From an optimization exercise on the open Yosys and OpenROAD flow, aimed at small area, a short achievable clock period and few clock cycles per item; shortcuts taken in it are not production practice.
In this exercise RTL edits were held to simulation tests only and were not proved equivalent to the original.
Power is estimated from default activity; no workload was simulated.

==> flow/design.v <==
package jkv_pkg;
   localparam int MAX_KEY_CHARS_DEF = 16;
   localparam int KEY_CHARS_FULL    = 16;
   localparam int KEY_BITS_W        = 8 * KEY_CHARS_FULL;
   localparam int KEY_IDX_W         = 4;
   localparam int KEY_LEN_W         = 5;
   localparam int EMIT_W            = 16;
   localparam int STR_CAP_W         = 16;
   localparam int ARR_CAP_W         = 11;
   localparam int MODE_W            = 2;
   localparam int CSR_IDX_W         = 3;
   localparam int CSR_DATA_W        = 64;
   localparam int QUEUE_DEPTH       = 4;
   localparam logic [CSR_IDX_W-1:0] CSR_KEY_FIRST  = 3'd0;
   localparam logic [CSR_IDX_W-1:0] CSR_KEY_SECOND = 3'd1;
   localparam logic [CSR_IDX_W-1:0] CSR_KEY_LENGTH = 3'd2;
   localparam logic [CSR_IDX_W-1:0] CSR_VALUE_MODE = 3'd3;
   localparam logic [CSR_IDX_W-1:0] CSR_STR_CAP    = 3'd4;
   localparam logic [CSR_IDX_W-1:0] CSR_ARR_CAP    = 3'd5;
   localparam logic [KEY_LEN_W-1:0] KEY_LENGTH_RST = 5'd1;
   localparam logic [MODE_W-1:0]    VALUE_MODE_RST = 2'd0;
   localparam logic [STR_CAP_W-1:0] STR_CAP_RST    = 16'd256;
   localparam logic [ARR_CAP_W-1:0] ARR_CAP_RST    = 11'd16;
   localparam logic [MODE_W-1:0] MODE_STRING = 2'd0;
   localparam logic [MODE_W-1:0] MODE_U32    = 2'd1;
   localparam logic [MODE_W-1:0] MODE_ARRAY  = 2'd2;
   localparam logic [1:0] KIND_CHAR  = 2'd0;
   localparam logic [1:0] KIND_ELEM  = 2'd1;
   localparam logic [1:0] KIND_FINAL = 2'd2;
   localparam logic [2:0] ST_OK        = 3'd0;
   localparam logic [2:0] ST_NOKEY     = 3'd1;
   localparam logic [2:0] ST_MALFORMED = 3'd2;
   localparam logic [2:0] ST_OVERFLOW  = 3'd3;
   localparam logic [2:0] ST_CAPACITY  = 3'd4;
   localparam logic [7:0] CH_QUOTE  = 8'h22;
   localparam logic [7:0] CH_COLON  = 8'h3A;
   localparam logic [7:0] CH_COMMA  = 8'h2C;
   localparam logic [7:0] CH_LBRACK = 8'h5B;
   localparam logic [7:0] CH_RBRACK = 8'h5D;
   localparam logic [7:0] CH_BSLASH = 8'h5C;
   localparam logic [7:0] CH_N      = 8'h6E;
   localparam logic [7:0] CH_T      = 8'h74;
   localparam logic [7:0] CH_R      = 8'h72;
   localparam logic [7:0] CH_LF     = 8'h0A;
   localparam logic [7:0] CH_TAB    = 8'h09;
   localparam logic [7:0] CH_CR     = 8'h0D;
   localparam logic [7:0] CH_SPACE  = 8'h20;
   localparam logic [7:0] CH_ZERO   = 8'h30;
   localparam logic [7:0] CH_NINE   = 8'h39;
   typedef struct packed {
      logic [1:0]  kind;
      logic [31:0] value;
      logic [2:0]  status;
      logic        run_end;
   } jkv_result_type;
   typedef struct packed {
      logic shift;
      logic restart;
      logic clear;
   } jkv_win_ctl_type;
   typedef struct packed {
      logic cont;
      logic fresh;
   } jkv_win_hit_type;
endpackage
import jkv_pkg::*;
module json_key_value_extractor_core #(
   parameter int MaxKeyChars = jkv_pkg::MAX_KEY_CHARS_DEF
) (
   input  logic                            clock,
   input  logic                            reset,
   input  logic                            req_valid,
   output logic                            req_stall,
   input  logic [7:0]                      req_data_byte,
   input  logic                            req_last_byte,
   output logic                            rsp_valid,
   input  logic                            rsp_stall,
   output logic [1:0]                      rsp_item_kind,
   output logic [31:0]                     rsp_item_value,
   output logic [2:0]                      rsp_result_status,
   output logic                            rsp_end_of_run,
   input  logic                            csr_valid,
   output logic                            csr_ready,
   input  logic [jkv_pkg::CSR_IDX_W-1:0]   csr_index,
   input  logic [jkv_pkg::CSR_DATA_W-1:0]  csr_write_data
);
   logic [127:0] key_ff;
   logic [4:0]   kc_ff;
   logic [1:0]   mode_ff;
   logic [15:0]  scap_ff;
   logic [10:0]  acap_ff;
   assign csr_ready = 1'b1;
   always_ff @(posedge clock) begin
      if (reset) begin
         key_ff  <= '0;
         kc_ff   <= 5'd1;
         mode_ff <= 2'd0;
         scap_ff <= 16'd256;
         acap_ff <= 11'd16;
      end else if (csr_valid) begin
         case (csr_index)
            3'd0: key_ff[63:0]   <= csr_write_data;
            3'd1: key_ff[127:64] <= csr_write_data;
            3'd2: kc_ff          <= csr_write_data[4] ? 5'd16 : csr_write_data[4:0];
            3'd3: mode_ff        <= csr_write_data[1:0];
            3'd4: scap_ff        <= csr_write_data[15:0];
            3'd5: acap_ff        <= csr_write_data[10:0];
            default: begin
            end
         endcase
      end
   end
   logic       h_v, s_v;
   logic [7:0] h_b, s_b;
   logic       h_l, s_l;
   logic       accept;
   logic       consume;
   logic [7:0] h_in;
   logic [7:0] h_cls_in, h_cls;
   assign req_stall = s_v;
   assign accept    = req_valid && !s_v;
   always_ff @(posedge clock) begin
      if (reset) begin
         h_v <= 1'b0;
         s_v <= 1'b0;
      end else begin
         h_v <= (h_v && !consume) || s_v || accept;
         s_v <= !consume && (s_v || (accept && h_v));
      end
   end
   assign h_in = s_v ? s_b : req_data_byte;
   assign h_cls_in = {h_in == CH_BSLASH, h_in == CH_RBRACK, h_in == CH_LBRACK, h_in == CH_COMMA,
                      h_in == CH_COLON, h_in == CH_QUOTE, (h_in >= CH_ZERO) && (h_in <= CH_NINE),
                      (h_in == CH_SPACE) || (h_in == CH_TAB) || (h_in == CH_LF) || (h_in == CH_CR)};
   always_ff @(posedge clock) begin
      if (!s_v) begin
         s_b <= req_data_byte;
         s_l <= req_last_byte;
      end
      if (consume || !h_v) begin
         h_b   <= h_in;
         h_l   <= s_v ? s_l : req_last_byte;
         h_cls <= h_cls_in;
      end
   end
   localparam int SE = 0;   
   localparam int AK = 1;   
   localparam int AC = 2;   
   localparam int ST = 3;   
   localparam int U3 = 4;   
   localparam int AO = 5;   
   localparam int AN = 6;   
   localparam int AA = 7;   
   localparam int AE = 8;   
   localparam int DN = 9;   
   logic [9:0]  ph_ff;
   logic [17:1] dv_ff;
   logic        hitp_ff;
   logic        esc_ff;
   logic [31:0] acc_ff;
   logic        ovf_ff;
   logic [15:0] cnt_ff;
   logic        full_ff;
   logic        pf_ff, pf_ok_ff;
   logic        out_v_ff;
   logic [1:0]  out_k_ff;
   logic [2:0]  out_s_ff;
   logic        adv;
   logic        step;
   logic        pf_go;
   assign adv     = !out_v_ff || !rsp_stall;
   assign step    = h_v && adv && !pf_ff;
   assign consume = step;
   assign pf_go   = pf_ff && adv;
   logic [7:0] c;
   logic       ws, dg, qt, cl, cm, lb, rb, bs;
   logic       L;
   logic [7:0] ch_dec;
   assign c  = h_b;
   assign L  = h_l;
   assign {bs, rb, lb, cm, cl, qt, dg, ws} = h_cls;
   assign ch_dec = !esc_ff ? c :
                   (c == CH_N) ? CH_LF :
                   (c == CH_T) ? CH_TAB :
                   (c == CH_R) ? CH_CR : c;
   logic [15:0] eqk;
   logic [17:1] dv_shift;
   always_comb begin
      for (int j = 0; j < 16; j++) begin
         eqk[j] = (c == key_ff[8*j +: 8]);
      end
      dv_shift[1] = qt;
      for (int i = 2; i <= 17; i++) begin
         dv_shift[i] = dv_ff[i-1] && eqk[i-2];
      end
   end
   logic [3:0]  dig;
   logic [31:0] acc_mul;
   logic [31:0] acc_x5;
   logic        acc_ov;
   assign dig     = c[3:0];
   assign acc_x5  = acc_ff + {acc_ff[29:0], 2'b00} + {29'd0, dig[3:1]};
   assign acc_mul = {acc_x5[30:0], dig[0]};
   assign acc_ov  = (acc_ff > 32'd429496729) || ((acc_ff == 32'd429496729) && (dig > 4'd5));
   logic [15:0] cnt_inc;
   logic        sfull_next, afull_next, full_init;
   assign cnt_inc    = cnt_ff + 16'd1;
   assign sfull_next = ({1'b0, cnt_ff} + 17'd2 == {1'b0, scap_ff});
   assign afull_next = (cnt_inc == {5'd0, acap_ff});
   assign full_init  = (mode_ff == MODE_STRING) ? (scap_ff <= 16'd1) : (acap_ff == 11'd0);
   logic mS, mU, mA;
   logic esc, ovf, full;
   logic hit, ak_cl, ak_rs, ac_go, ac_s, ac_u, ac_a, ac_bad;
   logic st_ch, st_es, st_end, u_dig, u_end, a_emp, a_st, a_bad;
   logic n_dig, n_ovf, n_cap, n_el, ra, ra_cm, ra_end;
   logic done;
   logic ovf_n;
   logic [9:0]  ph_n;
   logic [17:1] dv_n;
   logic        hitp_n;
   logic        esc_n, full_n;
   logic        cnt_clr, cnt_up;
   logic        emit, pf_set, pf_ok_n;
   logic        k_char, k_elem;
   logic        s_nokey, s_mal, s_ovf, s_cap;
   logic        a_accum, a_start, a_char, a_cnt, a_hold;
   logic [1:0]  e_k;
   logic [2:0]  e_s;
   assign mS   = (mode_ff == MODE_STRING);
   assign mU   = (mode_ff == MODE_U32);
   assign mA   = (mode_ff == MODE_ARRAY);
   assign esc  = esc_ff;
   assign ovf  = ovf_ff;
   assign full = full_ff;
   assign hit    = ph_ff[SE] & qt & hitp_ff;
   assign ak_cl  = ph_ff[AK] & cl;
   assign ak_rs  = ph_ff[AK] & ~ws & ~cl;
   assign ac_go  = ph_ff[AC] & ~ws;
   assign ac_s   = ph_ff[AC] & mS & qt;
   assign ac_u   = ph_ff[AC] & mU & dg;
   assign ac_a   = ph_ff[AC] & mA & lb;
   assign ac_bad = ac_go & ~(mS & qt) & ~(mU & dg) & ~(mA & lb);
   assign st_ch  = ph_ff[ST] & (esc | (~bs & ~qt));
   assign st_es  = ph_ff[ST] & ~esc & bs;
   assign st_end = ph_ff[ST] & ~esc & qt;
   assign u_dig  = ph_ff[U3] & dg;
   assign u_end  = ph_ff[U3] & ~dg;
   assign a_emp  = ph_ff[AO] & rb;
   assign a_st   = (ph_ff[AO] | ph_ff[AE]) & dg;
   assign a_bad  = (ph_ff[AO] | ph_ff[AE]) & ~ws & ~dg & ~(ph_ff[AO] & rb);
   assign n_dig  = ph_ff[AN] & dg;
   assign n_ovf  = ph_ff[AN] & ~dg & ovf;
   assign n_cap  = ph_ff[AN] & ~dg & ~ovf & full;
   assign n_el   = ph_ff[AN] & ~dg & ~ovf & ~full;
   assign ra     = n_el | ph_ff[AA];
   assign ra_cm  = ra & cm;
   assign ra_end = ra & ~ws & ~cm;
   assign done = ac_bad | st_end | (st_ch & full) | u_end | a_emp | a_bad | n_ovf | n_cap | ra_end;
   assign ovf_n = (u_dig | n_dig) & (ovf | acc_ov);
   always_comb begin
      ph_n     = '0;
      ph_n[SE] = L | (ph_ff[SE] & ~hit) | ak_rs;
      ph_n[AK] = ~L & (hit | (ph_ff[AK] & ws));
      ph_n[AC] = ~L & (ak_cl | (ph_ff[AC] & ws));
      ph_n[ST] = ~L & (ac_s | (ph_ff[ST] & ~st_end & ~(st_ch & full)));
      ph_n[U3] = ~L & (ac_u | u_dig);
      ph_n[AO] = ~L & (ac_a | (ph_ff[AO] & ws));
      ph_n[AN] = ~L & (a_st | n_dig);
      ph_n[AA] = ~L & ra & ws;
      ph_n[AE] = ~L & (ra_cm | (ph_ff[AE] & ws));
      ph_n[DN] = ~L & (ph_ff[DN] | done);
   end
   assign dv_n = (L | hit) ? '0 : ph_ff[SE] ? dv_shift : {16'd0, ak_rs & qt};
   logic [16:0] dv_sel;
   always_comb begin
      dv_sel[0] = 1'b0;
      for (int k = 1; k <= 16; k++) begin
         dv_sel[k] = dv_n[k+1];
      end
   end
   assign hitp_n = dv_sel[kc_ff];
   assign esc_n   = ~L & st_es;
   assign cnt_clr = ac_go;
   assign cnt_up  = (st_ch & ~full) | n_el;
   assign full_n  = ac_go ? full_init :
                    (st_ch & ~full) ? sfull_next :
                    n_el ? afull_next : full;
   assign emit    = ac_bad | st_end | st_ch | u_end | a_emp | a_bad | n_ovf | n_cap | n_el |
                    (ph_ff[AA] & ~ws & ~cm) | (L & ~ph_ff[DN]);
   assign pf_set  = (n_el & (L | (~ws & ~cm))) |
                    (L & ~full & (st_es | st_ch | ((a_st | n_dig) & ~ovf_n)));
   assign pf_ok_n = n_el & rb;
   assign k_char  = ~full & (st_ch | (L & st_es));
   assign k_elem  = n_el | (L & (a_st | n_dig) & ~ovf_n & ~full);
   assign s_nokey = L & (ph_ff[SE] | ph_ff[AK] | (ph_ff[AC] & ws));
   assign s_mal   = ac_bad | a_bad | (ph_ff[AA] & ~ws & ~cm & ~rb) |
                    (L & (ac_s | ac_a | ((ph_ff[AO] | ph_ff[AE]) & ws) | (ph_ff[AA] & (ws | cm))));
   assign s_ovf   = (u_end & ovf) | n_ovf | (L & ovf_n);
   assign s_cap   = (st_ch & full) | n_cap | (L & full & (st_es | ((a_st | n_dig) & ~ovf_n)));
   assign e_k = k_char ? KIND_CHAR : k_elem ? KIND_ELEM : KIND_FINAL;
   assign e_s = (k_char | k_elem) ? ST_OK :
                {s_cap, s_mal | s_ovf, s_nokey | s_ovf};
   assign a_accum = (u_dig | n_dig) & ~(L & (ovf_n | (n_dig & full)));
   assign a_start = ac_u | (a_st & ~(L & full));
   assign a_char  = k_char;
   assign a_cnt   = st_end | (ph_ff[AA] & rb);
   assign a_hold  = n_el | (u_end & ~ovf);
   always_ff @(posedge clock) begin
      if (reset) begin
         ph_ff    <= 10'd1;
         dv_ff    <= '0;
         hitp_ff  <= 1'b0;
         pf_ff    <= 1'b0;
         out_v_ff <= 1'b0;
      end else begin
         if (step) begin
            ph_ff   <= ph_n;
            dv_ff   <= dv_n;
            hitp_ff <= hitp_n;
            pf_ff   <= pf_set;
         end else if (pf_go) begin
            pf_ff <= 1'b0;
         end
         if ((step && emit) || pf_go) begin
            out_v_ff <= 1'b1;
         end else if (!rsp_stall) begin
            out_v_ff <= 1'b0;
         end
      end
   end
   always_ff @(posedge clock) begin
      if (step) begin
         esc_ff   <= esc_n;
         ovf_ff   <= ovf_n;
         full_ff  <= full_n;
         pf_ok_ff <= pf_ok_n;
         if (cnt_clr) begin
            cnt_ff <= '0;
         end else if (cnt_up) begin
            cnt_ff <= cnt_inc;
         end
         if (emit) begin
            out_k_ff <= e_k;
            out_s_ff <= e_s;
         end
         acc_ff <= ({32{a_accum}} & acc_mul) |
                   ({32{a_start}} & {28'd0, dig}) |
                   ({32{a_char}}  & {24'd0, ch_dec}) |
                   ({32{a_cnt}}   & {16'd0, cnt_ff}) |
                   ({32{a_hold}}  & acc_ff);
      end else if (pf_go) begin
         out_k_ff <= KIND_FINAL;
         out_s_ff <= pf_ok_ff ? ST_OK : ST_MALFORMED;
         acc_ff   <= pf_ok_ff ? {16'd0, cnt_ff} : 32'd0;
      end
   end
   assign rsp_valid         = out_v_ff;
   assign rsp_item_kind     = out_k_ff;
   assign rsp_result_status = out_s_ff;
   assign rsp_end_of_run    = out_k_ff[1];
   assign rsp_item_value    = acc_ff;
endmodule
==> flow/flow/run.sh <==
#!/bin/bash
# Standard ORFS layout, with timing repair aimed at a shorter period than the clock's
# (the SDC is unchanged; only the resizer's setup margin is raised) and plain buffers on
# the ports.
set -euo pipefail
MARGIN=$(cat flow/margin.txt)
bash standard.sh SETUP_SLACK_MARGIN=$MARGIN "BUFFER_PORTS_ARGS=-buffer_cell sky130_fd_sc_hd__buf_1"  finish > standard_flow.log 2>&1
==> flow/flow/margin.txt <==
6.8
==> flow/standard.sh <==
#!/bin/bash
# synth_recipe.tcl (not shown) runs the flow's synth.tcl, then flattens the netlist and writes it again
# the make line also repeats each setting of config.mk as NAME=value (left out here)
make -C /OpenROAD-flow-scripts/flow DESIGN_CONFIG=/design/flow/config.mk WORK_HOME=/design/flow/orfs CLKGATE_MAP_FILE= SYNTH_SCRIPT=/design/flow/synth_recipe.tcl "${@:-finish}"
==> flow/config.mk <==
export PLATFORM = sky130hd
export DESIGN_NAME = json_key_value_extractor_core
export DESIGN_NICKNAME = json_key_value_extractor_core
export VERILOG_FILES = /design/flow/design.v
export SDC_FILE = /design/flow/constraint.sdc
export NUM_CORES = 4
export LEC_CHECK = 0
export CAP_MARGIN = 20
export CORE_MARGIN = 2
export CORE_UTILIZATION = 40
export CTS_BUF_LIST = sky130_fd_sc_hd__clkbuf_8
export CTS_CLUSTER_SIZE = 20
export SLEW_MARGIN = 20
==> flow/constraint.sdc <==
create_clock -name core_clock -period 10.0 [get_ports {clock}]
set_input_delay 2.0000 -clock core_clock [delete_from_list [all_inputs] [get_ports {clock}]]
set_output_delay 2.0000 -clock core_clock [all_outputs]
set_load 0.01 [all_outputs]
==> summary.txt, run 1 <==
Global routing
The number of antenna violations at the first check in global routing is 0. The pin count of the biggest net entering global routing is 101. Global routing consumed, over all layers together, 22.08% of the routing resources.

The number of global-route vias before repair was 13,230. The global-route congestion overflow total is 0. The first global-routing pass estimated 69.92 mm of wire.

Power
The analysis attributes to cell leakage a power of 6.768 nW. Net switching is 29.28% of the power. The power per unit of standard cell area is 150.1 nW/um^2.

IR analysis of the VDD net gives a maximum drop of 0.0001099 V. In this run the power spent charging and discharging nets is 800.1 uW. Cell internal power was estimated by the tool at 1.933 mW.

In this run, the clock network consumes 37.3% of the power. Of the total power, registers draw 44.5%. The relative contribution of combinational cells to total power is 18.3%.

Yosys
Averaged over all synthesized cells, the footprint is 8.352 sq um. Of all cell types, the one taking the most synthesized area is sky130_fd_sc_hd__dfxtp_1. The synthesized flop and latch total is 276. Of all flip-flops after synthesis, the portion carrying an async set or reset was 0%. For this run, the number of Yosys warnings is 1. Ranked by total cell area, the synthesized netlist is headed by sky130_fd_sc_hd__dfxtp_1 (27%), sky130_fd_sc_hd__edfxtp_1 (15%), sky130_fd_sc_hd__nand2_1 (10%). The most used flip-flop cell after synthesis is sky130_fd_sc_hd__dfxtp_1. The synthesized netlist cell count is 1,825. The register area share after synthesis is 41.11%. The net count after synthesis is 1,968. In this run, synthesis inferred 74 flip-flops with an integrated enable.

Summing every instance area after synthesis gives 15,240 sq um. The top cell type by area accounts for 26.53% of the synthesized area. The number of distinct library cells after synthesis is 75.

Critical path
The slowest stage of the critical path belongs to the cell sky130_fd_sc_hd__fa_1. The longest individual stage delay on the worst path is 0.52 ns. The type of element capturing the critical path is a flip-flop. The critical path goes through buf_12 > fa_1 > inv_1 > fa_2 > nor2b_4 > o2111ai_2 > a311o_1 > a211oi_2 > o21a_1 > o21ai_1 > a21o_1 > a32o_1. The number of buffers and inverters on the critical path is 2. The worst setup path category is flip-flop to flip-flop.

The top cell family by delay on the critical path is compound AO/OA/AOI/OAI gates. The arrival time at the worst endpoint is 3.83 ns. STA classifies the critical path startpoint as a flip-flop. Along the worst path, the maximum fanout reaches 3.

STA puts the critical path data required time at 10.33 ns.

Routing
The number of routed nets with antenna violations is 0. The via count of the routed design is 13,680. After detailed routing, the average wire length per cell comes to 17.73 microns. In the routed layout, each cell is associated on average with a via count of 5.413. The number of design-rule violations left by the first detailed-router iteration is 902. In the routed design, unresolved DRC markers number 0. The final layout contains routed wiring with a total length of 44.80 mm. The number of search-and-repair iterations in the first detailed-routing pass is 8.

Final layout
The post-layout net count is 2,121. The share of cells above drive strength 1 is 12.95%. The number of diodes is 0.

The layout overhead on the synthesized area is 19.41%. The non-filler instance count after layout is 2,527.

Timing
For the pin with the worst max-slew slack, the measured transition is 0.9213 ns. Setup repair after global routing could not meet its margin everywhere. The clock arrives with 0.02952 ns of skew.

Setup violations remaining at the end of the flow were counted as 0. The total negative slack for setup checks is 0 ns. The worst path needs 3.496 ns of the cycle, external delays included. The relative max-transition margin is 38.44%. The max-slew violation count is 0. After layout, the worst setup slack is 6.504 ns. The hold violation total from the final report is 0. The portion of the clock cycle consumed by the worst path in the final layout is 34.96%. The peak clock frequency supported by timing is 286.1 MHz.

CTS
The maximum buffer depth of the clock tree is 3. The tree is rooted in a sky130_fd_sc_hd__clkbuf_8. The number of buffers created by CTS is 47. The clock net in this run drives a total of 276 sinks. The CTS H-tree depth is 2. The clock latency reported for the late side of the worst-skew pair is 0.58 ns. The clock tree from TritonCTS is built. Clock-pin slew was measured on the worst setup and hold paths at 0.06 ns.

Die
The initial utilization of the core area, before any placement, comes to 40.56%. The floorplan has 71 rows. During I/O placement, the number of pins put on the boundary was 122. The die outline area is 39,680 sq um. The die span in x is 199.2 microns. The core area is 37,580 sq um.

The floorplan die height is 199.2 microns.

Job
Across the run, the number of max-cap violations was 0.

Place
The detailed placer's ending HPWL is 28.43 mm. In this run the tool buffered the top-level ports with 120 buffer cells. Routability-driven placement finished with a final weighted congestion of 0.8775.

Prior to clock tree synthesis, the placed netlist has a worst setup slack of 5.548 ns. In this run, placement finished with an instance count of 2,364.

Run status
The run finished with no timing, DRC or antenna violations.

Min path
The tightest min-delay check is of the flip-flop to flip-flop type.
-- worst paths after layout --
path / start / end / slack [ns] / depth (start not counted)
worst min-delay path: ph_ff[8]$_SDFFE_PP0P_ / ph_ff[8]$_SDFFE_PP0P_ / 0.46 / 2
worst max-delay path: h_b[3]$_DFFE_PN_ / acc_ff[28]$_SDFFCE_PN0P_ / 6.50 / 12
worst min register to register: ph_ff[8]$_SDFFE_PP0P_ / ph_ff[8]$_SDFFE_PP0P_ / 0.46 / 2
worst max register to register: h_b[3]$_DFFE_PN_ / acc_ff[28]$_SDFFCE_PN0P_ / 6.50 / 12
-- cell usage in the layout, fill, tap and decap left out, drive strengths merged, types with 49 or more instances in the layout --
master,count
buf,198
edfxtp,74
xnor2,82
nand3,49
xor2,118
nor4,50
clkbuf,74
nor2,104
dfxtp,202
inv,49
a21oi,230
ha,60
nand2,425
-- layer usage --
metal | global-route usage, % | up-vias | wire (microns)
met2 | 38.65 | 368 | 22090
met3 | 2.633 | 99 | 2068
met4 | 7.933 | 0 | 1357
met1 | 27.94 | 6526 | 19280
met5 | 0 | - | 0
li1 | - | 6685 | -
-- repair_timing --
action | CTS | global route
cloned | 2 | 1
resized for setup | 51 | 71
setup endpoints to repair | 154 | 98
hold endpoints to repair | 0 | 0
hold buffers | 0 | 0
buffers inserted | 57 | 16
pin swaps | 9 | 32
-- power by group through the flow --
stage / combinational (mW) / clock [mW] / sequential [mW]
finish: 0.500 / 1.02 / 1.21
global route: 0.544 / 1.09 / 1.22
CTS: 0.450 / 1.04 / 1.21
detailed placement: 0.391 / 0 / 1.25
global placement: 0.390 / 0 / 1.25
floorplan: 0.284 / 0 / 1.24
-- worst reg2reg max path: stages, from the launching register on --
cell and delay, ns:
sky130_fd_sc_hd__edfxtp_1 0.45, sky130_fd_sc_hd__buf_12 0.17, sky130_fd_sc_hd__fa_1 0.52, sky130_fd_sc_hd__inv_1 0.06, sky130_fd_sc_hd__fa_2 0.37, sky130_fd_sc_hd__nor2b_4 0.14
sky130_fd_sc_hd__o2111ai_2 0.16, sky130_fd_sc_hd__a311o_1 0.36, sky130_fd_sc_hd__a211oi_2 0.30, sky130_fd_sc_hd__o21a_1 0.20, sky130_fd_sc_hd__o21ai_1 0.10, sky130_fd_sc_hd__a21o_1 0.20
sky130_fd_sc_hd__a32o_1 0.25
-- flip-flops by register name, summed over array words and instances, names as in the netlist, 5 cells and up --
name and cells:
dv_ff 16, acap_ff 11, acc_ff 32, kc_ff 5, h_cls 8, ph_ff 10
scap_ff 16, key_ff 128, s_b 8, h_b 8, cnt_ff 16
-- metrics by stage --
stage	hold WS [ns]	power (mW)	instance area, sq um	utilization [%]
floorplan	0.4267	1.519	15310	-
global placement	0.4387	1.635	16060	42.75
detailed placement	0.4474	1.638	16060	42.75
CTS	0.4585	2.704	17710	47.13
global route	0.4701	2.849	18200	48.44
finish	0.4567	2.733	18200	48.44
-- kinds of logic (layout without fill, tap and decap cells) --
kind of cell / after synthesis / in the layout / synth area share, %
simple gates: 738 / 738 / 21.46
xor+xnor: 200 / 200 / 11.54
compound gates: 390 / 390 / 15.37
mux: 22 / 22 / 1.642
flops: 276 / 276 / 41.11
other cells: 1 / 1 / 0.02460
buf+inv: 136 / 327 / 3.669
fa+ha+maj: 62 / 62 / 5.188
-- synthesized netlist by cell type, types with 5 or more instances --
master	count
sky130_fd_sc_hd__a211o_1	7
sky130_fd_sc_hd__a211oi_1	11
sky130_fd_sc_hd__a21o_1	15
sky130_fd_sc_hd__a21oi_1	230
sky130_fd_sc_hd__a221o_1	6
sky130_fd_sc_hd__a221oi_1	5
sky130_fd_sc_hd__a22oi_1	12
sky130_fd_sc_hd__a31oi_1	11
sky130_fd_sc_hd__and3_1	8
sky130_fd_sc_hd__buf_1	6
sky130_fd_sc_hd__buf_2	6
sky130_fd_sc_hd__clkbuf_1	90
sky130_fd_sc_hd__dfxtp_1	202
sky130_fd_sc_hd__edfxtp_1	74
sky130_fd_sc_hd__ha_1	60
sky130_fd_sc_hd__inv_1	27
sky130_fd_sc_hd__mux2i_1	16
sky130_fd_sc_hd__nand2_1	425
sky130_fd_sc_hd__nand2b_1	9
sky130_fd_sc_hd__nand3_1	48
sky130_fd_sc_hd__nand4_1	20
sky130_fd_sc_hd__nor2_1	104
sky130_fd_sc_hd__nor2b_1	9
sky130_fd_sc_hd__nor3_1	27
sky130_fd_sc_hd__nor3b_1	7
sky130_fd_sc_hd__nor4_1	47
sky130_fd_sc_hd__o211ai_1	5
sky130_fd_sc_hd__o21a_1	7
sky130_fd_sc_hd__o21ai_0	32
sky130_fd_sc_hd__o21bai_1	6
sky130_fd_sc_hd__or3_1	5
sky130_fd_sc_hd__xnor2_1	82
sky130_fd_sc_hd__xor2_1	117
-- cell type report --
cell class / count / area, sq um
Tap cell: 511 / 639.4
Inverter: 27 / 108.9
Sequential cell: 276 / 6270
Clock inverter: 26 / 123.9
Clock buffer: 61 / 839.6
Fill cell: 3710 / 19380
Timing Repair Buffer: 213 / 1335
Multi-Input combinational cell: 1413 / 8885
Testbench counts, summed over its fixed seeds: cycles 202,844, bytes 201,750.
==> run 2, diff against run 1 <==
==> flow/flow/margin.txt (replaced) <==
6.5
--- a/flow/config.mk
+++ b/flow/config.mk
@@ -9,3 +9,3 @@
 export CORE_MARGIN = 2
-export CORE_UTILIZATION = 40
+export CORE_UTILIZATION = 60
 export CTS_BUF_LIST = sky130_fd_sc_hd__clkbuf_8
==> run 2 against run 1 <==
Via count decreased by 1.9%; non-clock buffer count decreased by 61; flip-flop and latch count unchanged; cell count decreased by 9.6%; clock skew decreased by 0.016 ns; worst hold slack got worse by 0.0090 ns; fmax decreased by 0.70%; worst setup slack got worse by 0.025 ns; sequential share of layout area increased by 2.3 points; global-route usage increased by 9.4 points; core utilization increased by 20 points; critical path type unchanged.
==> summary.txt, run 2 <==
Run status
The run finished with no timing, DRC or antenna violations.

Critical path
The arrival time at the worst endpoint is 3.83 ns (about the same). The most critical setup path has its startpoint at h_b[3]$_DFFE_PN_. The setup slack of the most critical reg-to-reg path is 6.48 ns (-0.02 ns). The worst endpoint required time is 10.31 ns (-0.02 ns). The cell depth of the worst flop-to-flop path came to 12 (unchanged).

The type of element capturing the critical path is a flip-flop. The critical-path maximum fanout came to 3 (unchanged). The worst setup path category is flip-flop to flip-flop.

The endpoint identified for the worst register-to-register timing path is acc_ff[28]$_SDFFCE_PN0P_. The most critical setup path has its endpoint at acc_ff[28]$_SDFFCE_PN0P_. The source of the worst register-to-register timing path is h_b[3]$_DFFE_PN_. STA classifies the critical path startpoint as a flip-flop.

Routing
The final routed wire length divided by cell count is 18.47 microns (+4.2%). The number of routed nets with antenna violations was 0 (unchanged). The via count of the routed design came to 13,420 (-1.9%).

The number of design-rule violations left by the first detailed-router iteration is 1,114 (+24%). The total routed wirelength is 42.21 mm (-5.8%). The number of search-and-repair iterations in the first detailed-routing pass is 5 (-3). The residual DRC count is 0 (unchanged).

The post-detailed-route via-to-cell ratio is 5.872 (+8.5%).

Power
The relative contribution of combinational cells to total power is 15.5% (-2.8 points). The net switching power of the design is 765.0 uW (-4.4%). The relative contribution of sequential cells to total power is 45.7% (+1.2 points). The internal power summed over all cells was 1.915 mW (-0.93%). The worst IR drop on VDD is 0.0001318 V (+20%).

The clock share of power is 38.8% (+1.5 points). The power per unit of standard cell area is 157.1 nW/um^2 (+4.7%). The cell leakage power came to 6.274 nW (-7.3%). The share of total power consumed by net switching is 28.55% (-0.73 points).

Final layout
The largest registers in the layout are key_ff: 128 flops, acc_ff: 32 flops. The register with the most flip-flops is key_ff. The number of flip-flops in the largest register was 128 (unchanged). The share of cells above drive strength 1 came to 7.318% (-5.6 points). Leaving out fill and tap cells, the most frequent cells in the layout are sky130_fd_sc_hd__nand2_1 (423), sky130_fd_sc_hd__a21oi_1 (228), sky130_fd_sc_hd__dfxtp_1 (201). The commonest non-fill, non-tap cell in the layout is sky130_fd_sc_hd__nand2_1.

The post-layout net count is 2,061 (-2.8%). The non-filler instance count after layout came to 2,285 (-9.6%). The layout overhead on the synthesized area is 11.89%.

Yosys
The register area share after synthesis is 41.11% (unchanged). The post-synthesis adder-cell area fraction is 5.188% (unchanged). The number of warnings printed during yosys synthesis is 1 (unchanged). The cell taking the most area after synthesis is sky130_fd_sc_hd__dfxtp_1.

By instance count, the leading cell after synthesis is sky130_fd_sc_hd__nand2_1. The portion of netlist area occupied by mux cells came to 1.642% (unchanged). The dominant synthesized flop cell is sky130_fd_sc_hd__dfxtp_1. The complex-gate fraction of the synthesized area is 15.37% (unchanged).

The synthesized netlist cell count came to 1,825 (unchanged). The share of the synthesized area in the top cell type is 26.53% (unchanged). The parity-gate share of the synthesized area counting xor and xnor cells was 11.54% (unchanged). The share of synthesized registers carrying an async set or reset is 0% (unchanged). The synthesized area is 15,240 sq um (unchanged). The number of synthesized flops with an enable pin is 74 (unchanged). The synthesized flop and latch total came to 276 (unchanged).

The area share of and/or/nand/nor cells after synthesis is 21.46% (unchanged). The net count after synthesis is 1,968 (unchanged). The per-instance average area after synthesis was 8.352 sq um (unchanged). By area the synthesized netlist is led by sky130_fd_sc_hd__dfxtp_1 (27%), sky130_fd_sc_hd__edfxtp_1 (15%), sky130_fd_sc_hd__nand2_1 (10%). By count the netlist is led by sky130_fd_sc_hd__nand2_1 (425), sky130_fd_sc_hd__a21oi_1 (230), sky130_fd_sc_hd__dfxtp_1 (202). By area, the combinational part of the netlist is dominated by simple AND/OR/NAND/NOR gates. The number of distinct library cells after synthesis came to 75 (unchanged).

Place
The detailed placer's ending HPWL is 27.59 mm (-3.0%). The instance count after placement with tap cells included is 2,182 (-7.7%). The number of port buffers is 120 (unchanged). The final weighted congestion of routability-driven global placement is 0.8765 (-0.11%).

Global routing
The number of global-route vias before repair is 12,810 (-3.2%). The overall track demand over capacity in global routing came to 31.45% (+9.4 points). The first-pass GRT wire length is 66.81 mm (-4.4%). The global-route congestion overflow total is 0 (unchanged). The pin count of the biggest net entering global routing was 117 (+16%). The number of antenna violations at the first check in global routing was 1 (+1).

CTS
The count of clock tree sinks is 276 (unchanged). The cell at the root of the clock tree is sky130_fd_sc_hd__clkbuf_8. The clock latency reported for the late side of the worst-skew pair is 0.56 ns (-0.02 ns).

The maximum buffer depth of the clock tree is 3 (unchanged). The clock input transition at the sequential cells of the worst setup and hold paths is 0.06 ns (about the same). TritonCTS built the clock tree. The CTS H-tree depth came to 2 (unchanged). The number of buffers created by CTS is 47 (unchanged).

Timing
The hold violation total from the final report came to 0 (unchanged). The peak clock frequency supported by timing was 284.1 MHz (-0.70%). The portion of the clock cycle consumed by the worst path in the final layout was 35.20% (+0.25 points). The slew at the pin with the worst max-slew slack is 1.106 ns (+0.1844 ns).

The relative max-transition margin was 26.13% (-12 points). Setup repair after global routing could not meet its margin everywhere. The setup-violating endpoint count in the final report is 0 (unchanged). The shortest clock period the worst path allows after layout is 3.520 ns (+0.02450 ns). The clock skew is 0.01348 ns (-0.01604 ns). The total negative slack for setup checks was 0 ns (unchanged). The max-slew violation count is 0 (unchanged).

Die
The number of top-level pins was 122 (unchanged). The number of placement rows is 58 (-18%). The die span in x is 163.4 microns (-18%). The starting density of the core is 60.88% (+20 points). The floorplan die height is 163.4 microns (-18%). The core area is 25,040 sq um (-33%).

The die outline area came to 26,690 sq um (-33%).

Job
The max capacitance violation total is 0 (unchanged).

Min path
The min-delay analysis places its worst path in the category flip-flop to flip-flop.
## run 2: cell counts after synthesis
No cell type changed its count.
## run 2: worst min-delay path by stage
stage	slack [ns]	endpoint	startpoint	cells past startpoint
after detailed placement	0.44	ph_ff[8]$_SDFFE_PP0P_	ph_ff[8]$_SDFFE_PP0P_	2
after global placement	0.44	ph_ff[8]$_SDFFE_PP0P_	ph_ff[8]$_SDFFE_PP0P_	2
after global routing	0.47	dv_ff[15]$_SDFFE_PP0P_	dv_ff[15]$_SDFFE_PP0P_	2
after CTS	0.45	ph_ff[8]$_SDFFE_PP0P_	ph_ff[8]$_SDFFE_PP0P_	2
final	0.45	ph_ff[8]$_SDFFE_PP0P_	ph_ff[8]$_SDFFE_PP0P_	2
after floorplan	0.43	ph_ff[8]$_SDFFE_PP0P_	ph_ff[8]$_SDFFE_PP0P_	2
## run 2: timing repair
item,CTS,global route
buffers inserted,14,1
cloned,2,0
setup endpoints to repair,30,12
pin swaps,9,3
hold buffers,0,0
resized for setup,16,15
## run 2: cells by family (layout without fill, tap and decap cells)
| kind of cell | Yosys count | in the layout |
|---|---|---|
| compound gates | 390 | 390 |
| flops | 276 | 276 |
| other cells | 1 | 2 |
| xor+xnor | 200 | 200 |
| fa+ha+maj | 62 | 62 |
| buf+inv | 136 | 265 |
| mux | 22 | 22 |
| simple gates | 738 | 738 |
## run 2: power groups by stage
stage	Clock [mW]	Combinational [mW]	Sequential (mW)
after floorplan	0	0.281	1.24
after global placement	0	0.379	1.25
after detailed placement	0	0.381	1.25
after CTS	1.05	0.406	1.22
after global routing	1.11	0.456	1.23
final	1.04	0.416	1.22
## run 2: per-stage QoR
stage	utilization [%]	hold WS (ns)	total power [mW]	instance area [sq um]	worst slack, ns
floorplan	-	0.4267	1.516	15250	6.586
global placement	63.13	0.4398	1.628	15810	5.268
detailed placement	63.13	0.4419	1.631	15810	5.213
CTS	67.79	0.4499	2.679	16970	6.494
global route	68.11	0.4747	2.790	17050	6.381
finish	68.12	0.4476	2.680	17050	6.480
## run 2: critical path, stage by stage, from the launching register on
cell	delay (ns)
sky130_fd_sc_hd__edfxtp_1	0.43
sky130_fd_sc_hd__buf_12	0.16
sky130_fd_sc_hd__fa_1	0.52
sky130_fd_sc_hd__inv_1	0.06
sky130_fd_sc_hd__fa_2	0.37
sky130_fd_sc_hd__nor2b_4	0.14
sky130_fd_sc_hd__o2111ai_2	0.16
sky130_fd_sc_hd__a311o_1	0.37
sky130_fd_sc_hd__a211oi_2	0.33
sky130_fd_sc_hd__o21a_1	0.27
sky130_fd_sc_hd__o21ai_2	0.08
sky130_fd_sc_hd__a21o_1	0.16
sky130_fd_sc_hd__a32o_1	0.23
## run 2: routing by layer
| layer | GRT usage [%] | wire [microns] |
|---|---|---|
| met3 | 4.723 | 2367 |
| met2 | 54.07 | 20710 |
| met4 | 10.86 | 1265 |
| met5 | 0.7576 | 0 |
| met1 | 40.32 | 17870 |
## run 2: area by class of cell
type | count | area (sq um)
clock buffers | 58 | 798.3
repair buffers | 152 | 743.2
flip-flops and latches | 276 | 6267
multi-input cells | 1413 | 8548
repair inverters | 1 | 7.507
inverters | 27 | 105.1
fillers | 2171 | 7983
diodes | 1 | 2.502
clock inverters | 27 | 168.9
well taps | 330 | 412.9
==> run 3, diff against run 2 <==
--- a/flow/config.mk
+++ b/flow/config.mk
@@ -9,3 +9,3 @@
 export CORE_MARGIN = 2
-export CORE_UTILIZATION = 60
+export CORE_UTILIZATION = 40
 export CTS_BUF_LIST = sky130_fd_sc_hd__clkbuf_8
==> run 3 against run 2 <==
Still clean; synthesized area stayed put; core utilization is 22 points lower; clock-buffer cell count is 2 higher; flip-flop and latch count stayed put; largest cell class unchanged.
==> summary.txt, run 3 <==
Routing
The via count of the routed design is 13,360 (-0.41%). The final routed wire length divided by cell count was 17.68 microns (-4.3%). The number of search-and-repair iterations in the first detailed-routing pass is 5 (unchanged). The total routed wirelength is 43.67 mm (+3.5%).

The residual DRC count is 0 (unchanged). The number of routed nets with antenna violations is 0 (unchanged). The number of design-rule violations left by the first detailed-router iteration came to 903 (-19%). The post-detailed-route via-to-cell ratio came to 5.410 (-7.9%).

Global routing
The overall track demand over capacity in global routing is 21.92% (-9.5 points). The first-pass GRT wire length is 69.24 mm (+3.6%). The global-route congestion overflow total is 0 (unchanged). The pin count of the biggest net entering global routing came to 106 (-9.4%). The number of antenna violations at the first check in global routing is 1 (unchanged). The number of global-route vias before repair is 12,930 (+1.0%).

Yosys
The synthesized netlist cell count is 1,825 (unchanged). The share of synthesized registers carrying an async set or reset is 0% (unchanged). The most frequent cell after synthesis is sky130_fd_sc_hd__nand2_1.

The net count after synthesis was 1,968 (unchanged). The synthesized area is 15,240 sq um (unchanged). The commonest cells after synthesis are sky130_fd_sc_hd__nand2_1 (425), sky130_fd_sc_hd__a21oi_1 (230), sky130_fd_sc_hd__dfxtp_1 (202).

The synthesized flop and latch total is 276 (unchanged). The number of distinct library cells after synthesis is 75 (unchanged). The number of synthesized flops with an enable pin came to 74 (unchanged). The register area share after synthesis is 41.11% (unchanged).

The dominant synthesized flop cell is sky130_fd_sc_hd__dfxtp_1. The share of the synthesized area in the top cell type is 26.53% (unchanged). The cell taking the most area after synthesis is sky130_fd_sc_hd__dfxtp_1. The per-instance average area after synthesis is 8.352 sq um (unchanged).

In the post-synthesis netlist, the biggest area contributors are sky130_fd_sc_hd__dfxtp_1 (27%), sky130_fd_sc_hd__edfxtp_1 (15%), sky130_fd_sc_hd__nand2_1 (10%). The number of warnings printed during yosys synthesis came to 1 (unchanged).

Timing
The final hold slack is 0.4536 ns (+0.006023 ns). Setup repair after global routing could not meet its margin everywhere. The total negative slack for setup checks came to 0 ns (unchanged). The hold violation total from the final report came to 0 (unchanged). The portion of the clock cycle consumed by the worst path in the final layout was 34.91% (-0.29 points). The slew at the pin with the worst max-slew slack is 1.085 ns (-0.02084 ns).

The clock skew was 0.01571 ns (+0.002234 ns). The max-slew violation count is 0 (unchanged). The relative max-transition margin is 27.67% (+1.5 points). The shortest clock period the worst path allows after layout is 3.491 ns (-0.02902 ns). The peak clock frequency supported by timing is 286.4 MHz (+0.83%). The setup-violating endpoint count in the final report is 0 (unchanged).

Min path
The type of the most critical hold path is flip-flop to flip-flop.

Place
The final weighted congestion of routability-driven global placement is 0.8847 (+0.94%). The cell area after placement is 16,070 sq um (+1.6%). The detailed placer's ending HPWL was 28.68 mm (+4.0%). The number of port buffers is 120 (unchanged).

CTS
The cell at the root of the clock tree is sky130_fd_sc_hd__clkbuf_8. The clock input transition at the sequential cells of the worst setup and hold paths is 0.06 ns (about the same). The quantity of hold-fixing buffers added after cts came to 0 (unchanged). The maximum buffer depth of the clock tree is 3 (unchanged). The CTS H-tree depth is 2 (unchanged). The count of clock tree sinks is 276 (unchanged). The clock tree from TritonCTS is built. The number of buffers created by CTS is 47 (unchanged).

The clock latency reported for the late side of the worst-skew pair is 0.58 ns (+0.02 ns).

Final layout
Compared with the post-synthesis result, the final layout area differs by 13.87%. The share of cells above drive strength 1 is 7.504% (+0.19 points). The number of flip-flops in the largest register is 128 (unchanged). The largest registers in the layout are key_ff: 128 flops, acc_ff: 32 flops.

The sequential cell area was 6267 sq um (unchanged). The post-layout net count came to 2,063 (+0.097%). Leaving out fill and tap cells, the most frequent cell in the layout is sky130_fd_sc_hd__nand2_1. The area used by multi-input combinational logic is 8533 sq um (-0.18%). The library cells used most frequently in the layout, excluding fill and tap cells, are sky130_fd_sc_hd__nand2_1 (423), sky130_fd_sc_hd__a21oi_1 (228), sky130_fd_sc_hd__dfxtp_1 (201). The cell area after layout is 17,360 sq um (+1.8%). The number of diodes is 0 (-1). The register with the most flip-flops in the final layout is key_ff. The final-layout fill cell count is 3,791 (+75%).

Die
The core area was 37,580 sq um (+50%). The starting density of the core is 40.56% (-20 points). The die outline area is 39,680 sq um (+49%).

The number of top-level pins was 122 (unchanged). The die span in x is 199.2 microns (+22%). The floorplan die height is 199.2 microns (+22%). The number of placement rows is 71 (+22%).

Power
The cell leakage power is 6.318 nW (+0.70%). The worst IR drop on VDD was 0.00009315 V (-29%). The power per unit of standard cell area is 154.8 nW/um^2 (-1.5%).

Critical path
The type of element capturing the critical path is a flip-flop. The critical-path maximum fanout is 6 (+3). The critical path is of the flip-flop to flip-flop type. STA classifies the critical path startpoint as a flip-flop. The setup slack of the most critical reg-to-reg path came to 6.51 ns (+0.03 ns). The arrival time at the worst endpoint came to 3.81 ns (-0.02 ns). The worst endpoint required time came to 10.32 ns (about the same).

Job
The max capacitance violation total is 0 (unchanged).

Run status
The run finished with no timing, DRC or antenna violations.
-- run 3: cell counts after synthesis --
Identical to the previous run, type by type.
-- run 3: path summary, 6_finish.rpt --
kind,startpoint,to,depth (start not counted)
hold reg to reg,ph_ff[8]$_SDFFE_PP0P_,ph_ff[8]$_SDFFE_PP0P_,2
hold / removal,ph_ff[8]$_SDFFE_PP0P_,ph_ff[8]$_SDFFE_PP0P_,2
setup reg to reg,acc_ff[0]$_DFFE_PP_,acc_ff[28]$_SDFFCE_PN0P_,11
setup / recovery,acc_ff[0]$_DFFE_PP_,acc_ff[28]$_SDFFCE_PN0P_,11
-- run 3: final cells by class --
class                           instances  area share [%]
Clock buffer                           60           4.758
Clock inverter                         28          0.8867
Inverter                               27          0.6055
Multi-Input combinational cell       1413           49.16
Sequential cell                       276           36.11
Tap cell                              511           3.684
Timing Repair Buffer                  155           4.794
-- run 3: logic make-up (layout without fill, tap and decap cells) --
kind of cell	count (synthesis)	after routing	synth area share, %
AO/OA/AOI/OAI	390	390	15.37
XOR/XNOR	200	200	11.54
adder cells (fa/ha/maj)	62	62	5.188
buffers and inverters	136	270	3.669
flip-flops	276	276	41.11
multiplexers	22	22	1.642
other	1	1	0.02460
AND/OR/NAND/NOR	738	738	21.46
-- run 3: repair_timing --
item | in CTS | in global routing
endpoints found under the setup margin | 20 | 11
setup buffers | 9 | 6
cloned | 2 | 0
pin swaps | 4 | 9
resized for setup | 21 | 17
-- run 3: power by group --
| part | internal (mW) | total [mW] | switching (mW) |
|---|---|---|---|
| Sequential | 1.18 | 1.22 | 0.0393 |
| Combinational | 0.162 | 0.426 | 0.263 |
| Clock | 0.568 | 1.04 | 0.470 |
| Total | 1.91 | 2.69 | 0.773 |
-- run 3: layer usage --
metal	up-vias	wire, microns	share of wire [%]	GRT usage, %
li1	6577	-	-	-
met1	6374	19060	44	27.45
met2	346	21550	49	38.93
met3	64	2120	4.9	3.072
met4	2	926	2.1	6.661
met5	-	9	0.021	0
-- run 3: worst max-delay path: stages, from the launching register on --
cell and delay (ns):
sky130_fd_sc_hd__edfxtp_1 0.50, sky130_fd_sc_hd__fa_1 0.61, sky130_fd_sc_hd__inv_2 0.05, sky130_fd_sc_hd__fa_2 0.41, sky130_fd_sc_hd__nor2b_4 0.14, sky130_fd_sc_hd__o2111ai_2 0.12
sky130_fd_sc_hd__a311o_1 0.40, sky130_fd_sc_hd__a211oi_2 0.31, sky130_fd_sc_hd__o21a_1 0.20, sky130_fd_sc_hd__o21ai_1 0.09, sky130_fd_sc_hd__a21o_1 0.19, sky130_fd_sc_hd__a32o_1 0.24
-- run 3: metrics by stage --
stage	instances	utilization [%]	worst slack, ns	power, mW
after floorplan	1825	-	6.586	1.516
after global placement	2364	42.68	5.233	1.631
after detailed placement	2365	42.75	5.585	1.637
after CTS	2464	45.92	6.440	2.703
after global routing	2470	46.19	6.379	2.807
final	2470	46.19	6.509	2.687
==> run 4, diff against run 3 <==
--- a/flow/config.mk
+++ b/flow/config.mk
@@ -10,4 +10,5 @@
 export CORE_UTILIZATION = 40
-export CTS_BUF_LIST = sky130_fd_sc_hd__clkbuf_8
-export CTS_CLUSTER_SIZE = 20
+export CTS_BUF_LIST = sky130_fd_sc_hd__clkbuf_16
+export CTS_CLUSTER_DIAMETER = 150
+export CTS_CLUSTER_SIZE = 25
 export SLEW_MARGIN = 20
==> run 4 against run 3 <==
Power fell by 14%; largest power group unchanged; highest routed layer is now met4; flip-flop and latch count is the same; worst hold slack better by 0.0049 ns; first-iteration DRC count fell by 1.9%; still clean on timing, DRC and antenna.
==> summary.txt, run 4 <==
Global routing
The first-pass GRT wire length is 67.97 mm (-1.8%). The overall track demand over capacity in global routing is 21.49% (-0.43 points). The global-route congestion overflow total is 0 (unchanged).

The pin count of the biggest net entering global routing came to 106 (unchanged). The number of antenna violations at the first check in global routing came to 0 (-1). The number of global-route vias before repair came to 12,580 (-2.8%).

Critical path
The worst setup path is of the flip-flop to flip-flop kind. The worst endpoint required time came to 10.27 ns (-0.05 ns). The arrival time at the worst endpoint was 3.77 ns (-0.04 ns). The slowest stage cell on the critical path is sky130_fd_sc_hd__fa_1. The critical path startpoint category is a flip-flop. The type of element capturing the critical path is a flip-flop. The critical path goes through buf_12 > fa_1 > inv_2 > fa_2 > nor2b_4 > o2111ai_2 > a311o_1 > a211o_1 > a21boi_2 > o21a_1 > o21ai_2 > a32o_1.

The longest individual stage delay on the worst path is 0.53 ns (-0.08 ns). The cell depth of the worst flop-to-flop path is 12 (+1). The critical-path maximum fanout was 3 (-3).

Die
The number of top-level pins is 122 (unchanged). The number of placement rows is 71 (unchanged). The die outline area is 39,680 sq um (unchanged).

The die span in x is 199.2 microns (unchanged). The starting density of the core is 40.56% (unchanged). The floorplan die height is 199.2 microns (unchanged). The core area was 37,580 sq um (unchanged).

Final layout
The number of flip-flops in the largest register is 128 (unchanged). The post-layout net count is 2,033 (-1.5%). Counting flops per register, the top entry is key_ff.

The layout overhead on the synthesized area is 10.44%. The top cell types in the final layout, fill and taps aside, are sky130_fd_sc_hd__nand2_1 (423), sky130_fd_sc_hd__a21oi_1 (228), sky130_fd_sc_hd__dfxtp_1 (202). The share of cells above drive strength 1 was 5.274% (-2.2 points). In the final layout, the registers with the most flip-flops are key_ff: 128 flops, acc_ff: 32 flops. The non-filler instance count after layout came to 2,407 (-2.6%). The number of diodes is 0 (unchanged). The commonest non-fill, non-tap cell in the layout is sky130_fd_sc_hd__nand2_1.

Timing
The portion of the clock cycle consumed by the worst path in the final layout is 34.94% (about the same). Setup repair after global routing could not meet its margin everywhere. The slack of the critical path is 6.506 ns (-0.002930 ns). The relative max-transition margin is 28.08% (+0.41 points). The slew at the pin with the worst max-slew slack is 1.079 ns (-0.006117 ns). The clock skew is 0.03043 ns (+0.01472 ns). The max-slew violation count is 0 (unchanged). The total negative slack for setup checks is 0 ns (unchanged). The peak clock frequency supported by timing came to 286.2 MHz (about the same). The hold violation total from the final report is 0 (unchanged). The shortest clock period the worst path allows after layout was 3.494 ns (+0.002930 ns). The setup-violating endpoint count in the final report is 0 (unchanged).

Power
The power per unit of standard cell area is 137.5 nW/um^2 (-11%). The worst IR drop on VDD was 0.0001346 V (+44%). The cell leakage power is 5.985 nW (-5.3%).

Routing
The number of design-rule violations left by the first detailed-router iteration is 886 (-1.9%). The length of routed met3 wiring is 1.994 mm (-5.9%). The residual DRC count is 0 (unchanged).

The post-detailed-route via-to-cell ratio came to 5.477 (+1.2%). The met2 layer wire length in the routed design came to 21.17 mm (-1.8%). The via count of the routed design is 13,180 (-1.4%). The total routed wirelength came to 43.02 mm (-1.5%). The number of routed nets with antenna violations is 0 (unchanged). The detailed router used layers up to and including met4. The post-route met1 wirelength came to 18.92 mm (-0.72%). The number of search-and-repair iterations in the first detailed-routing pass came to 6 (+1). The final routed wire length divided by cell count is 17.87 microns (+1.1%).

CTS
The maximum buffer depth of the clock tree is 3 (unchanged). The cell at the root of the clock tree is sky130_fd_sc_hd__clkbuf_16. TritonCTS built the clock tree.

The clock latency reported for the late side of the worst-skew pair was 0.52 ns (-0.06 ns). The clock input transition at the sequential cells of the worst setup and hold paths is 0.10 ns (+0.04 ns). The count of clock tree sinks is 276 (unchanged).

The CTS H-tree depth is 1 (-1). The number of buffers created by CTS was 15 (-68%).

Yosys
Sorting the synthesized cells by how often they occur yields sky130_fd_sc_hd__nand2_1 (425), sky130_fd_sc_hd__a21oi_1 (230), sky130_fd_sc_hd__dfxtp_1 (202). The number of synthesized flops with an enable pin was 74 (unchanged). The per-instance average area after synthesis came to 8.352 sq um (unchanged). The synthesized flop and latch total is 276 (unchanged). The net count after synthesis came to 1,968 (unchanged). The share of the synthesized area in the top cell type is 26.53% (unchanged). Sorting the synthesized cells by area gives the leading types as sky130_fd_sc_hd__dfxtp_1 (27%), sky130_fd_sc_hd__edfxtp_1 (15%), sky130_fd_sc_hd__nand2_1 (10%). The number of distinct library cells after synthesis is 75 (unchanged). The register area share after synthesis is 41.11% (unchanged). The most frequent cell after synthesis is sky130_fd_sc_hd__nand2_1. The share of synthesized registers carrying an async set or reset is 0% (unchanged). The number of warnings printed during yosys synthesis came to 1 (unchanged). The synthesized netlist cell count came to 1,825 (unchanged). The dominant synthesized flop cell is sky130_fd_sc_hd__dfxtp_1. The synthesized area is 15,240 sq um (unchanged). The cell taking the most area after synthesis is sky130_fd_sc_hd__dfxtp_1.

Job
The max capacitance violation total is 0 (unchanged).

Place
The final weighted congestion of routability-driven global placement is 0.8847 (unchanged). The number of port buffers is 120 (unchanged). The detailed placer's ending HPWL came to 28.68 mm (unchanged). The worst setup slack after placement is 5.585 ns (unchanged). The instance count after placement with tap cells included was 2,365 (unchanged).

Run status
The flow ran to the end and the layout has no timing, DRC or antenna violations.

Min path
The type of the most critical hold path is flip-flop to flip-flop. The hold path depth is 2 (unchanged).
## run 4: cell count changes in the layout (fill, tap and decap cells not counted), sizes merged
| cell | change |
|---|---|
| clkinvlp | -1 |
| inv | -17 |
| buf | +1 |
| clkinv | -1 |
| bufinv | -1 |
| clkbuf | -44 |
## run 4: path summary, 6_finish.rpt
check | from | end | slack, ns
setup / recovery | h_b[3]$_DFFE_PN_ | acc_ff[20]$_SDFFCE_PN0P_ | 6.51
hold / removal | ph_ff[8]$_SDFFE_PP0P_ | ph_ff[8]$_SDFFE_PP0P_ | 0.46
setup reg to reg | h_b[3]$_DFFE_PN_ | acc_ff[20]$_SDFFCE_PN0P_ | 6.51
hold reg to reg | ph_ff[8]$_SDFFE_PP0P_ | ph_ff[8]$_SDFFE_PP0P_ | 0.46
## run 4: layout make-up
class / count / area [sq um]
fillers: 3818 / 20740
multi-input cells: 1413 / 8537
flip-flops and latches: 276 / 6266
repair buffers: 157 / 849.6
well taps: 511 / 639.4
clock buffers: 15 / 375.4
inverters: 27 / 105.1
clock inverters: 8 / 61.31
## run 4: worst max-delay path: cells and delay by family (launching register included)
family                     cells  cell delay [ns]
DFF                            1             0.44
adders and majority gates      2             0.92
AOI/OAI and AO/OA              7             1.55
and+or+nand+nor                1             0.14
buffers and inverters          2             0.21
## run 4: logic make-up (layout without fill, tap and decap cells)
| kind of cell | count (synthesis) | in the layout | synth area share [%] |
|---|---|---|---|
| AND/OR/NAND/NOR | 738 | 738 | 21.46 |
| AO/OA/AOI/OAI | 390 | 390 | 15.37 |
| flip-flops | 276 | 276 | 41.11 |
| XOR/XNOR | 200 | 200 | 11.54 |
| buffers and inverters | 136 | 207 | 3.669 |
| adder cells (fa/ha/maj) | 62 | 62 | 5.188 |
| multiplexers | 22 | 22 | 1.642 |
| other | 1 | 1 | 0.02460 |
## run 4: repair_timing
action | CTS | global route
buffers inserted | 9 | 8
pin swaps | 4 | 11
gates cloned | 2 | 0
gates resized for setup | 22 | 16
hold endpoints to repair | 0 | 0
hold buffers | 0 | 0
endpoints found under the setup margin | 123 | 12
## run 4: routing by layer
layer | track usage [%] | vias up
met4 | 5.445 | 0
met1 | 27.79 | 6300
met5 | 0 | -
li1 | - | 6478
met3 | 2.076 | 55
met2 | 38.33 | 349
## run 4: through the flow
stage	utilization [%]	area (sq um)	power, mW	hold WS, ns
detailed placement	42.75	16070	1.637	0.4439
CTS	44.48	16710	2.324	0.4575
global placement	42.68	16040	1.631	0.4357
finish	44.80	16830	2.314	0.4585
floorplan	-	15250	1.516	0.4267
global route	44.80	16830	2.416	0.4748
## run 4: report_power, final
part,switching (mW),internal (mW)
registers,0.0390,1.18
clock network,0.382,0.283
logic,0.264,0.164
total,0.686,1.63
==> run 5, diff against run 4 <==
--- a/flow/design.v
+++ b/flow/design.v
@@ -119,3 +119,5 @@
    logic [7:0] h_cls_in, h_cls;
+   logic       h_ld;
    assign req_stall = s_v;
+   assign h_ld      = consume || !h_v;
    assign accept    = req_valid && !s_v;
@@ -139,7 +141,5 @@
       end
-      if (consume || !h_v) begin
-         h_b   <= h_in;
-         h_l   <= s_v ? s_l : req_last_byte;
-         h_cls <= h_cls_in;
-      end
+      h_b   <= ({8{h_ld}} & h_in) | ({8{!h_ld}} & h_b);
+      h_l   <= (h_ld & (s_v ? s_l : req_last_byte)) | (!h_ld & h_l);
+      h_cls <= ({8{h_ld}} & h_cls_in) | ({8{!h_ld}} & h_cls);
    end
@@ -331,26 +331,30 @@
    always_ff @(posedge clock) begin
-      if (step) begin
-         esc_ff   <= esc_n;
-         ovf_ff   <= ovf_n;
-         full_ff  <= full_n;
-         pf_ok_ff <= pf_ok_n;
-         if (cnt_clr) begin
-            cnt_ff <= '0;
-         end else if (cnt_up) begin
-            cnt_ff <= cnt_inc;
-         end
-         if (emit) begin
-            out_k_ff <= e_k;
-            out_s_ff <= e_s;
-         end
-         acc_ff <= ({32{a_accum}} & acc_mul) |
-                   ({32{a_start}} & {28'd0, dig}) |
-                   ({32{a_char}}  & {24'd0, ch_dec}) |
-                   ({32{a_cnt}}   & {16'd0, cnt_ff}) |
-                   ({32{a_hold}}  & acc_ff);
-      end else if (pf_go) begin
-         out_k_ff <= KIND_FINAL;
-         out_s_ff <= pf_ok_ff ? ST_OK : ST_MALFORMED;
-         acc_ff   <= pf_ok_ff ? {16'd0, cnt_ff} : 32'd0;
-      end
+      esc_ff   <= (step & esc_n) | (!step & esc_ff);
+      ovf_ff   <= (step & ovf_n) | (!step & ovf_ff);
+      full_ff  <= (step & full_n) | (!step & full_ff);
+      pf_ok_ff <= (step & pf_ok_n) | (!step & pf_ok_ff);
+   end
+   logic        keep;
+   logic        ld_out;
+   logic [1:0]  out_k_n;
+   logic [2:0]  out_s_n;
+   logic [15:0] cnt_n;
+   logic [31:0] acc_n;
+   assign keep   = !step && !pf_go;
+   assign ld_out = step && emit;
+   assign out_k_n = ({2{ld_out}} & e_k) | {pf_go, 1'b0} | ({2{!ld_out && !pf_go}} & out_k_ff);
+   assign out_s_n = ({3{ld_out}} & e_s) | {1'b0, pf_go & !pf_ok_ff, 1'b0} |
+                    ({3{!ld_out && !pf_go}} & out_s_ff);
+   assign cnt_n   = ({16{step && cnt_up}} & cnt_inc) |
+                    ({16{!(step && (cnt_up || cnt_clr))}} & cnt_ff);
+   assign acc_n   = ({32{step && a_accum}} & acc_mul) |
+                    ({32{step && a_start}} & {28'd0, dig}) |
+                    ({32{step && a_char}}  & {24'd0, ch_dec}) |
+                    ({32{(step && a_cnt) || (pf_go && pf_ok_ff)}} & {16'd0, cnt_ff}) |
+                    ({32{(step && a_hold) || keep}} & acc_ff);
+   always_ff @(posedge clock) begin
+      out_k_ff <= out_k_n;
+      out_s_ff <= out_s_n;
+      cnt_ff   <= cnt_n;
+      acc_ff   <= acc_n;
    end
==> flow/flow/margin.txt (replaced) <==
6.3
==> run 5 against run 4 <==
Design area fell by 4.2%; combinational power is 44% lower; still clean; synthesized cell count up 0.82%; register-to-register slack lost 0.08 ns; clock power up 0.9%; worst setup slack worse by 0.078 ns; non-clock buffer count shrank 12; fmax fell by 2.2%; worst hold slack got worse by 0.0047 ns; core utilization decreased by 0.63 points; flip-flop and latch count unchanged; sequential share of layout area fell by 1.7 points.
==> summary.txt, run 5 <==
Run status
The flow ran to the end and the layout has no timing, DRC or antenna violations.

CTS
The tree is rooted in a sky130_fd_sc_hd__clkbuf_16. The clock input transition at the sequential cells of the worst setup and hold paths is 0.10 ns (about the same). The count of clock tree sinks was 276 (unchanged). The quantity of hold-fixing buffers added after cts is 0 (unchanged).

TritonCTS built the clock tree. The number of buffers created by CTS is 15 (unchanged). The maximum buffer depth of the clock tree is 3 (unchanged). The clock latency reported for the late side of the worst-skew pair was 0.51 ns (about the same).

Yosys
The per-instance average area after synthesis is 8.027 sq um (-3.9%). Yosys attributes the largest share of cell area to sky130_fd_sc_hd__dfxtp_1 (35%), sky130_fd_sc_hd__nand2_1 (11%), sky130_fd_sc_hd__a21oi_1 (7.6%). The dominant synthesized flop cell is sky130_fd_sc_hd__dfxtp_1.

The net count after synthesis was 1,983 (+0.76%). The synthesized area is 14,770 sq um (-3.1%). The number of synthesized flops with an enable pin is 21 (-72%). The register area share after synthesis is 38.83% (-2.3 points).

The largest total area in the synthesized netlist belongs to sky130_fd_sc_hd__dfxtp_1. The most frequent cell after synthesis is sky130_fd_sc_hd__nand2_1. The number of warnings printed during yosys synthesis was 1 (unchanged). The share of synthesized registers carrying an async set or reset is 0% (unchanged). The number of distinct library cells after synthesis came to 82 (+9.3%). The synthesized netlist cell count is 1,840 (+0.82%).

The share of the synthesized area in the top cell type is 34.56% (+8.0 points).

Timing
The portion of the clock cycle consumed by the worst path in the final layout is 35.72% (+0.78 points). The total negative slack for setup checks is 0 ns (unchanged). The peak clock frequency supported by timing is 280.0 MHz (-2.2%). The clock skew is 0.02845 ns (-0.001982 ns). The shortest clock period the worst path allows after layout is 3.572 ns (+0.07779 ns).

The slew at the pin with the worst max-slew slack was 1.090 ns (+0.01148 ns). Setup repair after global routing left no endpoint under its margin.

Critical path
Walking the worst path, the cells encountered are buf_12 > fa_1 > ha_1 > a211o_1 > a2111oi_4 > nand4b_1 > a21oi_2 > o2111ai_2 > a21oi_2 > or3_1 > a32o_1. The worst setup path category is flip-flop to flip-flop. The arrival time at the worst endpoint is 3.98 ns (+0.21 ns).

The critical-path maximum fanout came to 3 (unchanged). STA classifies the critical path endpoint as a flip-flop. The longest individual stage delay on the worst path is 0.50 ns (-0.03 ns).

The slowest stage cell on the critical path is sky130_fd_sc_hd__fa_1.

Power
The cell leakage power is 5.907 nW (-1.3%). The relative contribution of combinational cells to total power is 11.5% (-7.0 points). The final total power is 2.072 mW (-10%). The relative contribution of sequential cells to total power is 56.1% (+3.3 points). The clock share of power was 32.4% (+3.7 points). The internal power summed over all cells is 1.506 mW (-7.5%).

The share of total power consumed by net switching is 27.31% (-2.3 points). The worst IR drop on VDD is 0.0001646 V (+22%). The net switching power of the design is 565.8 uW (-17%). The power per unit of standard cell area is 128.5 nW/um^2 (-6.5%).

Die
The floorplan die height came to 196.2 microns (-1.5%). The starting density of the core is 40.44% (-0.12 points). The die span in x came to 196.2 microns (-1.5%). The die outline area came to 38,480 sq um (-3.0%). The core area is 36,520 sq um (-2.8%).

The number of top-level pins is 122 (unchanged). The number of placement rows is 70 (-1.4%).

Routing
The total routed wirelength came to 42.17 mm (-2.0%). The final routed wire length divided by cell count is 17.81 microns (-0.36%). The via count of the routed design was 13,010 (-1.3%).

Global routing
The global-route congestion overflow total is 0 (unchanged). The number of global-route vias before repair is 12,650 (+0.59%). The number of antenna violations at the first check in global routing is 2 (+2). The overall track demand over capacity in global routing was 21.84% (+0.35 points). The pin count of the biggest net entering global routing is 105 (-0.94%).

Place
The instance count after placement with tap cells included is 2,336 (-1.2%). The number of port buffers is 120 (unchanged). The final weighted congestion of routability-driven global placement is 0.8635 (-2.4%).

Job
The max capacitance violation total is 0 (unchanged).

Final layout
The layout overhead on the synthesized area is 9.208%. The register with the most flip-flops is key_ff. The share of cells above drive strength 1 is 4.213% (-1.1 points). The commonest non-fill, non-tap cell in the layout is sky130_fd_sc_hd__nand2_1.

Min path
The type of the most critical hold path is flip-flop to flip-flop.
## run 5: cell count changes after synthesis, sizes merged, moves of 9 or more
cell | previous run | this run
nand2 | 425 | 434
xor2 | 118 | 73
edfxtp | 74 | 21
o21ai | 32 | 57
nor4 | 50 | 39
nand4 | 20 | 32
nand3 | 49 | 40
dfxtp | 202 | 255
nor2 | 104 | 85
xnor2 | 82 | 119
## run 5: logic make-up (layout without fill, tap and decap cells)
kind of cell	after synthesis	count (layout)	synth area share, %
xor+xnor	192	192	11.38
buf+inv	145	204	3.930
compound gates	414	414	16.99
flops	276	276	38.83
simple gates	732	732	22.13
fa+ha+maj	62	62	5.354
other cells	1	2	0.02539
mux	18	18	1.355
## run 5: routing by layer
metal | up-vias | global-route usage, % | routed length, microns
met2 | 317 | 37.42 | 19780
met5 | - | 0 | 13
met4 | 2 | 5.780 | 1010
met3 | 56 | 2.200 | 2156
li1 | 6478 | - | -
met1 | 6160 | 29.38 | 19200
## run 5: final timing paths
| kind | cells past startpoint | end | from |
|---|---|---|---|
| max | 11 | acc_ff[31]$_DFF_P_ | flip-flop |
| min | 2 | ph_ff[8]$_SDFFE_PP0P_ | ph_ff[8]$_SDFFE_PP0P_ |
| max reg2reg | 11 | acc_ff[31]$_DFF_P_ | flip-flop |
| min reg2reg | 2 | ph_ff[8]$_SDFFE_PP0P_ | ph_ff[8]$_SDFFE_PP0P_ |
## run 5: through the flow
step           setup slack (ns)  hold WS (ns)  area [sq um]  utilization [%]
6_report                  6.428        0.4538         16130            44.17
5_1_grt                   6.304        0.4761         16130            44.16
4_1_cts                   6.307        0.4547         16060            43.97
3_5_place_dp              5.465        0.4407         15520            42.49
3_3_place_gp              5.526        0.4361         15520            42.48
2_1_floorplan             6.378        0.4267         14770                -
## run 5: tightest hold or removal path: cells and delay by family, from the launching register on
kind	cells	cell delay, ns
and+or+nand+nor	1	0.05
DFF	1	0.32
AOI/OAI and AO/OA	1	0.05
## run 5: repair_timing
action | in CTS | in global routing
pin swaps | 2 | 5
cloned | 2 | 0
setup endpoints to repair | 27 | 60
resized for setup | 8 | 9
buffers inserted | 3 | 3
## run 5: layout make-up
| type | instances | area, sq um |
|---|---|---|
| timing repair inverter | 1 | 5.005 |
| fill | 3686 | 20390 |
| clock buffer | 15 | 375.4 |
| inverter | 35 | 135.1 |
| tap | 468 | 585.6 |
| timing repair buffer | 145 | 694.4 |
| antenna | 1 | 2.502 |
| multi-input combinational | 1419 | 8536 |
| clock inverter | 8 | 61.31 |
| sequential | 276 | 5736 |
## run 5: power by group through the flow
stage,combinational [mW],clock [mW],sequential [mW]
finish,0.238,0.671,1.16
CTS,0.237,0.689,1.16
floorplan,0.156,0,1.18
global placement,0.227,0,1.19
detailed placement,0.228,0,1.19
global route,0.262,0.729,1.17
Testbench counts of run 5, summed over its fixed seeds: cycles 202,844, bytes 201,750.

==> re-timing with driven ports <==
No port has a modelled driver above. Below, the same layouts with a new extraction and two added sets of constraints.
Step 1 assumes that a clkbuf_16 drives the clock port and a buf_2 every other input.
Step 2 also shifts input and output timing later by t, the mid clock arrival at the registers, as if the neighbouring blocks saw the same clock.
Three values: no drivers, after step 1, after step 2; two values: the first two.
run	t, ns	setup WS [ns]
run 1	0.615	6.504 / 6.504 / 6.277
run 2	0.600	6.480 / 6.480 / 6.061
run 3	0.617	6.509 / 6.509 / 6.095
run 4	0.553	6.506 / 6.506 / 6.131
run 5	0.550	6.428 / 6.428 / 6.006
After both steps every run listed still meets setup and hold.
